Background: an optimization exercise with open tools, aiming at small area. Do not read the settings as production practice.
The RTL was checked by simulation tests, not by an equivalence proof against the original design.
Power is estimated from default activity; no workload was simulated. The clock port is modelled as an ideal driver; clocking choices that lean on that would not hold on a real chip.

==> flow/design.v <==
module debug_snapshot_ctrl #(
    parameter int unsigned ADDR_W = 7,
    parameter int unsigned DATA_W = 32,
    parameter int unsigned SETTLE = 1
) (
    input  logic              clk,
    input  logic              rst_n,
    input  logic              snap_req_i,
    input  logic              live_mode_i,
    input  logic [ADDR_W-1:0] vga_addr_i,
    output logic [DATA_W-1:0] vga_data_o,
    output logic [ADDR_W-1:0] dut_addr_o,
    input  logic [DATA_W-1:0] dut_data_i,
    output logic              busy_o,
    output logic              done_o,
    output logic              snap_valid_o,
    output logic [7:0]        snap_count_o
);
    localparam int unsigned Depth = 1 << ADDR_W;
    logic              busy_q;
    logic [ADDR_W:0]   cnt_q;           
    logic              snap_valid_q;
    logic [7:0]        snap_count_q;
    logic              start;
    logic              done;
    logic              insert;
    logic [ADDR_W-1:0] rd_idx;
    logic [DATA_W-1:0] ring [Depth];
    localparam int unsigned Groups = (Depth + 1 + 2) / 3;
    logic [3*Groups-1:0] rd_sel_lo, rd_sel_hi;
    logic [DATA_W-1:0]   rd_word [3*Groups];
    logic [DATA_W-1:0]   rd_part_n [Groups];
    localparam int unsigned LoW = ADDR_W / 2;
    localparam int unsigned LoN = 1 << LoW;
    localparam int unsigned HiN = 1 << (ADDR_W - LoW);
    logic [LoN-1:0]      sel_lo;
    logic [HiN-1:0]      sel_hi;
    assign start = snap_req_i & ~busy_q;
    assign done   = busy_q & cnt_q[ADDR_W] & cnt_q[0];
    assign insert = busy_q & ~done;
    always_ff @(posedge clk or negedge rst_n) begin
        if (!rst_n) begin
            busy_q       <= 1'b0;
            cnt_q        <= '0;
            snap_valid_q <= 1'b0;
            snap_count_q <= '0;
        end else begin
            if (start) begin
                busy_q <= 1'b1;
                cnt_q  <= '0;
            end else begin
                cnt_q  <= cnt_q + 1'b1;
            end
            if (done) begin
                busy_q       <= 1'b0;
                snap_valid_q <= 1'b1;
                snap_count_q <= snap_count_q + 8'd1;
            end
        end
    end
    always_ff @(posedge clk) begin
        for (int i = 0; i < Depth - 1; i++) begin
            ring[i] <= ring[i+1];
        end
        ring[Depth-1] <= insert ? dut_data_i : ring[0];
    end
    assign rd_idx = vga_addr_i - cnt_q[ADDR_W-1:0] + 1'b1;
    always_comb begin
        if (busy_q) begin
            dut_addr_o = cnt_q[ADDR_W] ? {ADDR_W{1'b1}} : cnt_q[ADDR_W-1:0];
        end else if (live_mode_i) begin
            dut_addr_o = vga_addr_i;
        end else begin
            dut_addr_o = {ADDR_W{snap_valid_q}};
        end
    end
    always_comb begin
        for (int j = 0; j < Depth; j++) begin
            rd_word[j] = ring[j];
        end
        rd_sel_lo[Depth] = live_mode_i;
        rd_sel_hi[Depth] = live_mode_i;
        rd_word[Depth] = dut_data_i;
        for (int j = Depth + 1; j < 3 * Groups; j++) begin
            rd_sel_lo[j] = 1'b0;
            rd_sel_hi[j] = 1'b0;
            rd_word[j] = '0;
        end
    end
    always_comb begin
        for (int i = 0; i < LoN; i++) begin
            sel_lo[i] = ~live_mode_i & snap_valid_q & (rd_idx[LoW-1:0] == LoW'(i));
        end
        for (int i = 0; i < HiN; i++) begin
            sel_hi[i] = (rd_idx[ADDR_W-1:LoW] == (ADDR_W-LoW)'(i));
        end
    end
    for (genvar j = 0; j < Depth; j++) begin : g_sel
        logic sel_n;
        snap_nand2 u_nand (
            .a(sel_hi[j / LoN]),
            .b(sel_lo[j % LoN]),
            .y(sel_n)
        );
        snap_inv u_inv_lo (
            .a(sel_n),
            .y(rd_sel_lo[j])
        );
        snap_inv u_inv_hi (
            .a(sel_n),
            .y(rd_sel_hi[j])
        );
    end
    for (genvar g = 0; g < Groups; g++) begin : g_rd
        for (genvar b = 0; b < DATA_W; b++) begin : g_bit
            logic [2:0] s;
            assign s = (b < DATA_W / 2) ? rd_sel_lo[3*g +: 3] : rd_sel_hi[3*g +: 3];
            snap_aoi3 u_aoi (
                .s0 (s[0]),
                .d0 (rd_word[3*g][b]),
                .s1 (s[1]),
                .d1 (rd_word[3*g+1][b]),
                .s2 (s[2]),
                .d2 (rd_word[3*g+2][b]),
                .y_n(rd_part_n[g][b])
            );
        end
    end
    for (genvar b = 0; b < DATA_W; b++) begin : g_or
        logic [10:0] l1;
        logic [2:0]  l2;
        for (genvar k = 0; k < 10; k++) begin : g_l1
            snap_nand4 u_nand4 (
                .a(rd_part_n[4*k][b]),
                .b(rd_part_n[4*k+1][b]),
                .c(rd_part_n[4*k+2][b]),
                .d(rd_part_n[4*k+3][b]),
                .y(l1[k])
            );
        end
        snap_nand3 u_nand3 (
            .a(rd_part_n[40][b]),
            .b(rd_part_n[41][b]),
            .c(rd_part_n[42][b]),
            .y(l1[10])
        );
        snap_or4 u_or4_0 (.a(l1[0]), .b(l1[1]), .c(l1[2]), .d(l1[3]), .y(l2[0]));
        snap_or4 u_or4_1 (.a(l1[4]), .b(l1[5]), .c(l1[6]), .d(l1[7]), .y(l2[1]));
        snap_or3 u_or3_0 (.a(l1[8]), .b(l1[9]), .c(l1[10]), .y(l2[2]));
        snap_or3 u_or3_1 (.a(l2[0]), .b(l2[1]), .c(l2[2]), .y(vga_data_o[b]));
    end
    assign busy_o       = busy_q;
    assign done_o       = done;
    assign snap_valid_o = snap_valid_q;
    assign snap_count_o = snap_count_q;
endmodule
module snap_aoi3 (
    input  logic s0,
    input  logic d0,
    input  logic s1,
    input  logic d1,
    input  logic s2,
    input  logic d2,
    output logic y_n
);
    assign y_n = ~((s0 & d0) | (s1 & d1) | (s2 & d2));
endmodule
module snap_nand2 (
    input  logic a,
    input  logic b,
    output logic y
);
    assign y = ~(a & b);
endmodule
module snap_inv (
    input  logic a,
    output logic y
);
    assign y = ~a;
endmodule
module snap_nand4 (
    input  logic a,
    input  logic b,
    input  logic c,
    input  logic d,
    output logic y
);
    assign y = ~(a & b & c & d);
endmodule
module snap_nand3 (
    input  logic a,
    input  logic b,
    input  logic c,
    output logic y
);
    assign y = ~(a & b & c);
endmodule
module snap_or4 (
    input  logic a,
    input  logic b,
    input  logic c,
    input  logic d,
    output logic y
);
    assign y = a | b | c | d;
endmodule
module snap_or3 (
    input  logic a,
    input  logic b,
    input  logic c,
    output logic y
);
    assign y = a | b | c;
endmodule
==> flow/config.mk <==
export PLATFORM = sky130hd
export DESIGN_NAME = debug_snapshot_ctrl
export DESIGN_NICKNAME = debug_snapshot_ctrl
export VERILOG_FILES = /design/flow/design.v
export SDC_FILE = /design/flow/constraint.sdc
export NUM_CORES = 4
export LEC_CHECK = 0
export CAP_MARGIN = 20
export CORE_MARGIN = 2
export CORE_UTILIZATION = 70
export CTS_CLUSTER_DIAMETER = 100
export CTS_CLUSTER_SIZE = 28
export SLEW_MARGIN = 20
export SYNTH_HIERARCHICAL = 1
export SYNTH_MINIMUM_KEEP_SIZE = 0
==> flow/constraint.sdc <==
create_clock -name core_clock -period 12.0 [get_ports {clk}]
set_input_delay 2.4000 -clock core_clock [delete_from_list [all_inputs] [get_ports {clk}]]
set_output_delay 2.4000 -clock core_clock [all_outputs]
set_load 0.01 [all_outputs]
run.sh (not shown) runs the stock make flow with config.mk's settings and CLKGATE_MAP_FILE= SYNTH_SCRIPT=/design/flow/synth_recipe.tcl, a recipe that flattens the netlist after the stock synthesis.
The starting point finished with timing, DRC and antenna clean.
Change:
==> flow/flow/run.sh (new file) <==
#!/bin/bash
# The standard layout (standard.sh: ORFS from the standard synthesis to the
# final DEF) with two changes to how the layout is made:
#  - the port buffers are the platform's smallest buffer, buf_1, instead of
#    the buffer_ports default choice;
#  - clock tree synthesis clusters up to 32 sinks per leaf buffer and inserts
#    no dummy loads.
# The full output of the run goes to standard_flow.log here; ORFS's per-step
# logs stay under orfs/logs/.
set -euo pipefail
export BUFFER_PORTS_ARGS="-buffer_cell sky130_fd_sc_hd__buf_1"
export CTS_ARGS="-sink_clustering_enable -repair_clock_nets -sink_clustering_size 32 -sink_clustering_max_diameter 100 -dont_use_dummy_load"
bash standard.sh > standard_flow.log 2>&1
==> flow/standard.sh (new file) <==
#!/bin/bash
# synth_recipe.tcl (not shown) runs the flow's synth.tcl, then flattens the netlist and writes it again
# the make line also repeats each setting of config.mk as NAME=value (left out here)
make -C /OpenROAD-flow-scripts/flow DESIGN_CONFIG=/design/flow/config.mk WORK_HOME=/design/flow/orfs CLKGATE_MAP_FILE= SYNTH_SCRIPT=/design/flow/synth_recipe.tcl "${@:-finish}"
- CORE_UTILIZATION: 70 -> 75
- CTS_CLUSTER_SIZE: 28 -> 32
- PLACE_DENSITY: unset -> 0.8
removed: flow/run.sh
Effect: Critical path depth shrinks by 1; design area goes down by 1.4%; clock skew is about the same; sequential share of layout area came out higher by 1.0 points.
Change:
==> flow/flow/run.sh (replaced) <==
#!/bin/bash
# The standard layout (standard.sh: ORFS from the standard synthesis to the
# final DEF) with two changes to how the layout is made:
#  - the port buffers are the platform's smallest buffer, buf_1, instead of
#    the buffer_ports default choice;
#  - clock tree synthesis clusters up to 28 sinks per leaf buffer and inserts
#    no dummy loads.
# The full output of the run goes to standard_flow.log here; ORFS's per-step
# logs stay under orfs/logs/.
set -euo pipefail
export BUFFER_PORTS_ARGS="-buffer_cell sky130_fd_sc_hd__buf_1"
export CTS_ARGS="-sink_clustering_enable -repair_clock_nets -sink_clustering_size 28 -sink_clustering_max_diameter 100 -dont_use_dummy_load"
bash standard.sh > standard_flow.log 2>&1
- CORE_UTILIZATION: 75 -> 70
- CTS_CLUSTER_SIZE: 32 -> 28
- PLACE_DENSITY: 0.8 -> unset
Outcome: The changed run ran to the end with no violations; worst setup slack is worse by 0.15 ns; final cell count is higher by 1.8%; power is higher by 1.1%; maximum frequency is lower by 1.3%; non-clock buffer count is higher by 4; combinational power is about the same; sequential cell count stays the same; worst hold slack is better by 0.012 ns.

==> port drivers added, routing unchanged <==
No port has a modelled driver above. Below, the same layouts with a new extraction and two added sets of constraints. Step 1: set_driving_cell puts a clkbuf_16 on clk and a buf_2 on each other input, an assumption about the parent block. Step 2, shift: input delay + t, output delay - t, t = (earliest + latest rising clock arrival at the registers) / 2. This alone moves slack from input paths to output paths. Slacks: ideal ports / drivers / drivers and shift; pairs: ideal ports / drivers.
| run | t (ns) | slack for setup (ns) | worst setup path after step 2 | slew at the worst register clock pin (ns) | cell pins on the clock port's net |
|---|---|---|---|---|---|
| the first run | 0.889 | 0.770 / 0.745 / 0.745 | input to output | 0.11 / 0.11 | 1 |
| the second run | 0.891 | 1.180 / 1.154 / 1.154 | input to output | 0.12 / 0.12 | 1 |
| the third run | 0.879 | 1.035 / 1.008 / 1.008 | input to output | 0.10 / 0.10 | 1 |
After both steps setup and hold are still met in every run listed. For the third run, which loses most, drivers alone change the setup slack by -0.027 ns; drivers and shift together by -0.027 ns.
